From an optimization exercise on the open Yosys and OpenROAD flow, aimed at small area, a short achievable clock period and few clock cycles per item; shortcuts taken in it are not production practice.
Only simulation tests tie the RTL to the original design; equivalence was not proved.
The clock port is modelled as an ideal driver; clocking choices that lean on that would not hold on a real chip.
Power figures rest on the tool's default switching activity, not on a simulated workload.

Setup of run 1:
==> flow/design.v (excerpt) <==
module mpeg_scrambler_top (
	input  logic            clk,
	input  logic            rst_n,
	input  mpeg_pkg::byte_t mpeg_in,
	input  logic            mpeg_in_en,
	input  logic            stream_end,
	input  mpeg_pkg::key_t  key_in,
	input  logic            key_en,
	output mpeg_pkg::byte_t mpeg_out,
	output logic            mpeg_out_en,
	output logic            mpeg_prog_full
);
clock: 5.0 ns
lec_check: 0
cap_margin: 20
core_area: 2.5 2.5 58.5 58.5
die_area: 0 0 61 61
setup_slack_margin: 3.1
slew_margin: 20
standard.sh (not shown) runs the stock make flow with config.mk's settings and CLKGATE_MAP_FILE= SYNTH_SCRIPT=/design/flow/synth_recipe.tcl, a recipe that flattens the netlist after the stock synthesis.
==> flow/flow/run.sh <==
#!/bin/bash
# Standard ORFS layout with plain buf_1 cells as the port buffers (buffer_ports otherwise picks a
# delay buffer) and a clock tree without dummy loads. Make's full output goes to flow_make.log here.
set -euo pipefail
bash standard.sh "BUFFER_PORTS_ARGS=-buffer_cell sky130_fd_sc_hd__buf_1" \
	"CTS_ARGS=-sink_clustering_enable -repair_clock_nets -dont_use_dummy_load -buf_list sky130_fd_sc_hd__clkbuf_4" \
	finish > flow_make.log 2>&1
Testbench counts of run 1, summed over its fixed seeds: cycles 173,216, bytes 173,208.
### run 1 -> run 2
Settings: removing DIE_AREA (formerly 0 0 61 61); setting CTS_BUF_LIST to sky130_fd_sc_hd__clkbuf_8 sky130_fd_sc_hd__clkbuf_16 for the first time; setting CORE_UTILIZATION to 40 for the first time; removing CORE_AREA (formerly 2.5 2.5 58.5 58.5); setting CORE_MARGIN to 2 for the first time; changing SETUP_SLACK_MARGIN from 3.1 to 3.2.
==> flow/flow/run.sh <==
#!/bin/bash
# Standard ORFS layout with plain buf_1 cells as the port buffers (buffer_ports otherwise picks a
# delay buffer) and a leaner clock tree. Make's full output goes to flow_make.log here.
set -euo pipefail
bash standard.sh "BUFFER_PORTS_ARGS=-buffer_cell sky130_fd_sc_hd__buf_1" \
	"CTS_ARGS=-sink_clustering_enable -repair_clock_nets -dont_use_dummy_load -buf_list sky130_fd_sc_hd__clkbuf_16 -root_buf sky130_fd_sc_hd__clkbuf_16 -sink_clustering_size 40 -sink_clustering_max_diameter 200" finish > flow_make.log 2>&1
Notes after the runs:
Run 2 vs. run 1: met2 routing resource usage after global routing went up by 3.4 points.
Comparing proportion of power drawn by flip-flops and latches for run 1 and run 2, the bigger number came from run 1.
[diff] highest clock rate, run 2 relative to run 1: improvement
Of the two values seen for endpoint of the worst setup timing path, video$_SDFFE_PN0P_ was produced by run 2 and lfsr[0]$_SDFFE_PN1P_ by run 1.
Relative to run 1, routed wire length has increased by about 10% in run 2.
Taking run 1 as the reference, in run 2 global-route usage higher; via count went up by about 1%.
The launching instance or port of the critical path comes out key_en in one run and mpeg_in[3] in the other, namely in run 1 and run 2 respectively.
Modified inputs, run 3 compared to run 2
Settings: clearing CORE_MARGIN, which used to be 2; putting PLACE_DENSITY at 0.7 where nothing was set; putting CORE_AREA at 2.5 2.5 58.5 58.5 where nothing was set; swapping 3.2 for 3.1 in SETUP_SLACK_MARGIN; clearing CTS_BUF_LIST, which used to be sky130_fd_sc_hd__clkbuf_8 sky130_fd_sc_hd__clkbuf_16; putting DIE_AREA at 0 0 61 61 where nothing was set; clearing CORE_UTILIZATION, which used to be 40.
==> flow/flow/run.sh <==
#!/bin/bash
# Standard ORFS layout with plain buf_1 cells as the port buffers (buffer_ports otherwise picks a
# delay buffer) and a clock tree without dummy loads. Make's full output goes to flow_make.log here.
set -euo pipefail
bash standard.sh "BUFFER_PORTS_ARGS=-buffer_cell sky130_fd_sc_hd__buf_1" \
	"CTS_ARGS=-sink_clustering_enable -repair_clock_nets -dont_use_dummy_load -buf_list {sky130_fd_sc_hd__clkbuf_8 sky130_fd_sc_hd__clkbuf_16}" \
	finish > flow_make.log 2>&1
==> notes.md <==
Die area sits higher in run 3 than in run 2.
Summary of run 3 over run 2: portion of the clock cycle consumed by the worst path in the final layout rose 0.60 points; register-to-register slack about even; number of global-route vias before repair fell 11.
Compared with run 2, run 3 shows a lower fraction of layout instances using a drive strength above 1.
Timing, DRC, antenna: 0 failures across run 3 and run 2
#### Input delta (run 4 over run 3)
Settings: SETUP_SLACK_MARGIN now 3.05, was 3.1; PLACE_DENSITY no longer set, was 0.7.
==> flow/flow/run.sh <==
#!/bin/bash
# Standard ORFS layout with plain buf_1 cells as the port buffers (buffer_ports otherwise picks a
# delay buffer) and a clock tree without dummy loads. Make's full output goes to flow_make.log here.
set -euo pipefail
bash standard.sh "BUFFER_PORTS_ARGS=-buffer_cell sky130_fd_sc_hd__buf_1" \
	"CTS_ARGS=-sink_clustering_enable -repair_clock_nets -dont_use_dummy_load -buf_list sky130_fd_sc_hd__clkbuf_4" \
	finish > flow_make.log 2>&1
## What came out
Diff run 4..run 3 | total of plain and repair buffers excluding clock buffers | unchanged
Compared with run 3, run 4 shows global-route track usage on met2 lower by 1.4 points.
Against run 3, run 4 comes in 1.6 points lower on final cell utilization of the core.
Maximum clock rate: run 4 lower than run 3
As far as number of primary I/O pins goes, run 4 and run 3 are indistinguishable; the numbers are identical.
Comparing run 3 against run 4, there is no change at all in die area.
Sort run 3 and run 4 by buffer share of cell area asc -> top: run 3
--- input diff run 4..run 5 ---
Settings: setting CORE_UTILIZATION to 40 for the first time; removing DIE_AREA (formerly 0 0 61 61); removing CORE_AREA (formerly 2.5 2.5 58.5 58.5); setting CORE_MARGIN to 2 for the first time; changing SETUP_SLACK_MARGIN from 3.05 to 3.2.
==> flow/flow/run.sh <==
#!/bin/bash
# Standard ORFS layout with plain buf_1 cells as the port buffers (buffer_ports otherwise picks a
# delay buffer) and a single clock buffer (flow/pre_cts.tcl) in place of the clock tree.
# Make's full output goes to flow_make.log here.
set -euo pipefail
bash standard.sh "BUFFER_PORTS_ARGS=-buffer_cell sky130_fd_sc_hd__buf_1" \
	"PRE_CTS_TCL=$(pwd)/flow/pre_cts.tcl" finish > flow_make.log 2>&1
==> flow/flow/pre_cts.tcl (new file) <==
# One clock buffer, placed at the centre of the registers, drives every register: the design is
# small enough for a single clkbuf_16, and clock_tree_synthesis then leaves the buffered net as is.
set sx 0
set sy 0
set n 0
foreach inst [[ord::get_db_block] getInsts] {
  if { [[$inst getMaster] isSequential] } {
    lassign [$inst getLocation] x y
    set sx [expr { $sx + $x }]
    set sy [expr { $sy + $y }]
    incr n
  }
}
set cx [ord::dbu_to_microns [expr { $sx / $n }]]
set cy [ord::dbu_to_microns [expr { $sy / $n }]]
insert_buffer -buffer_cell sky130_fd_sc_hd__clkbuf_16 -net clk -buffer_name clkbuf_root \
  -location [list $cx $cy]
Results
- Startpoint of the worst setup timing path = mpeg_in[3]: run 5; startpoint of the worst setup timing path = key_en: run 4
- Measured against each other, run 5 and run 4 differ in power, the higher figure coming from run 4.
- [compare] base=run 4 new=run 5: power in sequential cells ~0 delta, utilization of the core after routing +13 points, fraction of power consumed by the clock network -5.1 points, final design area excluding fillers +17%, worst hold slack +0.023 ns.
- sky130_fd_sc_hd__or3_1 as the critical path's slowest cell was reported by run 5, and sky130_fd_sc_hd__a41o_2 by run 4.
- Run 5 ends up with a area of the die that is about 8% lower than in run 4.
> inputs changed (run 5 -> run 6)
Settings: removing CORE_MARGIN (formerly 2); setting DIE_AREA to 0 0 61 61 for the first time; removing CORE_UTILIZATION (formerly 40); setting CORE_AREA to 2.5 2.5 58.5 58.5 for the first time.
==> flow/flow/run.sh <==
#!/bin/bash
# Standard ORFS layout with plain buf_1 cells as the port buffers (buffer_ports otherwise picks a
# delay buffer) and a clock tree without dummy loads. Make's full output goes to flow_make.log here.
set -euo pipefail
bash standard.sh "BUFFER_PORTS_ARGS=-buffer_cell sky130_fd_sc_hd__buf_1" \
	"CTS_ARGS=-sink_clustering_enable -repair_clock_nets -dont_use_dummy_load -buf_list sky130_fd_sc_hd__clkbuf_8 -sink_clustering_size 30 -sink_clustering_max_diameter 200" \
	finish > flow_make.log 2>&1
removed: flow/flow/pre_cts.tcl
--- outcome ---
NOTE: number of tapcells in run 6 exceeds that of run 5. Comparing run 5 and run 6, the higher maximum resistive drop on vdd is on run 5. Comparing run 5 and run 6, the lower achievable frequency was measured on run 5. Comparing run 5 and run 6, met2 capacity usage during global routing is higher on run 5. On total met3 wirelength after detailed routing: run 6 sits below run 5.

==> port drivers added, routing unchanged <==
No port has a modelled driver above. Below, the same layouts with a new extraction and two added sets of constraints. Step 1: set_driving_cell puts a clkbuf_16 on clk and a buf_2 on each other input, an assumption about the parent block. Step 2, shift: input delay + t, output delay - t, t = (earliest + latest rising clock arrival at the registers) / 2. This alone moves slack from input paths to output paths. Three values: no drivers, after step 1, after step 2; two values: the first two.
run	shift t [ns]	setup slack, ns	worst data-port slew with drivers (ns)
run 1	0.336	3.215 / 3.194 / 2.873	0.03
run 2	0.296	3.239 / 3.238 / 2.941	0.04
run 3	0.293	3.209 / 3.215 / 2.922	0.04
run 4	0.336	3.173 / 3.168 / 2.832	0.03
run 5	0.195	3.177 / 3.170 / 2.975	0.05
run 6	0.289	3.244 / 3.238 / 2.948	0.04
After both steps every run listed still meets setup and hold. The setup slack of run 1, which loses most, moves by -0.021 ns with the drivers and by -0.342 ns with both steps.
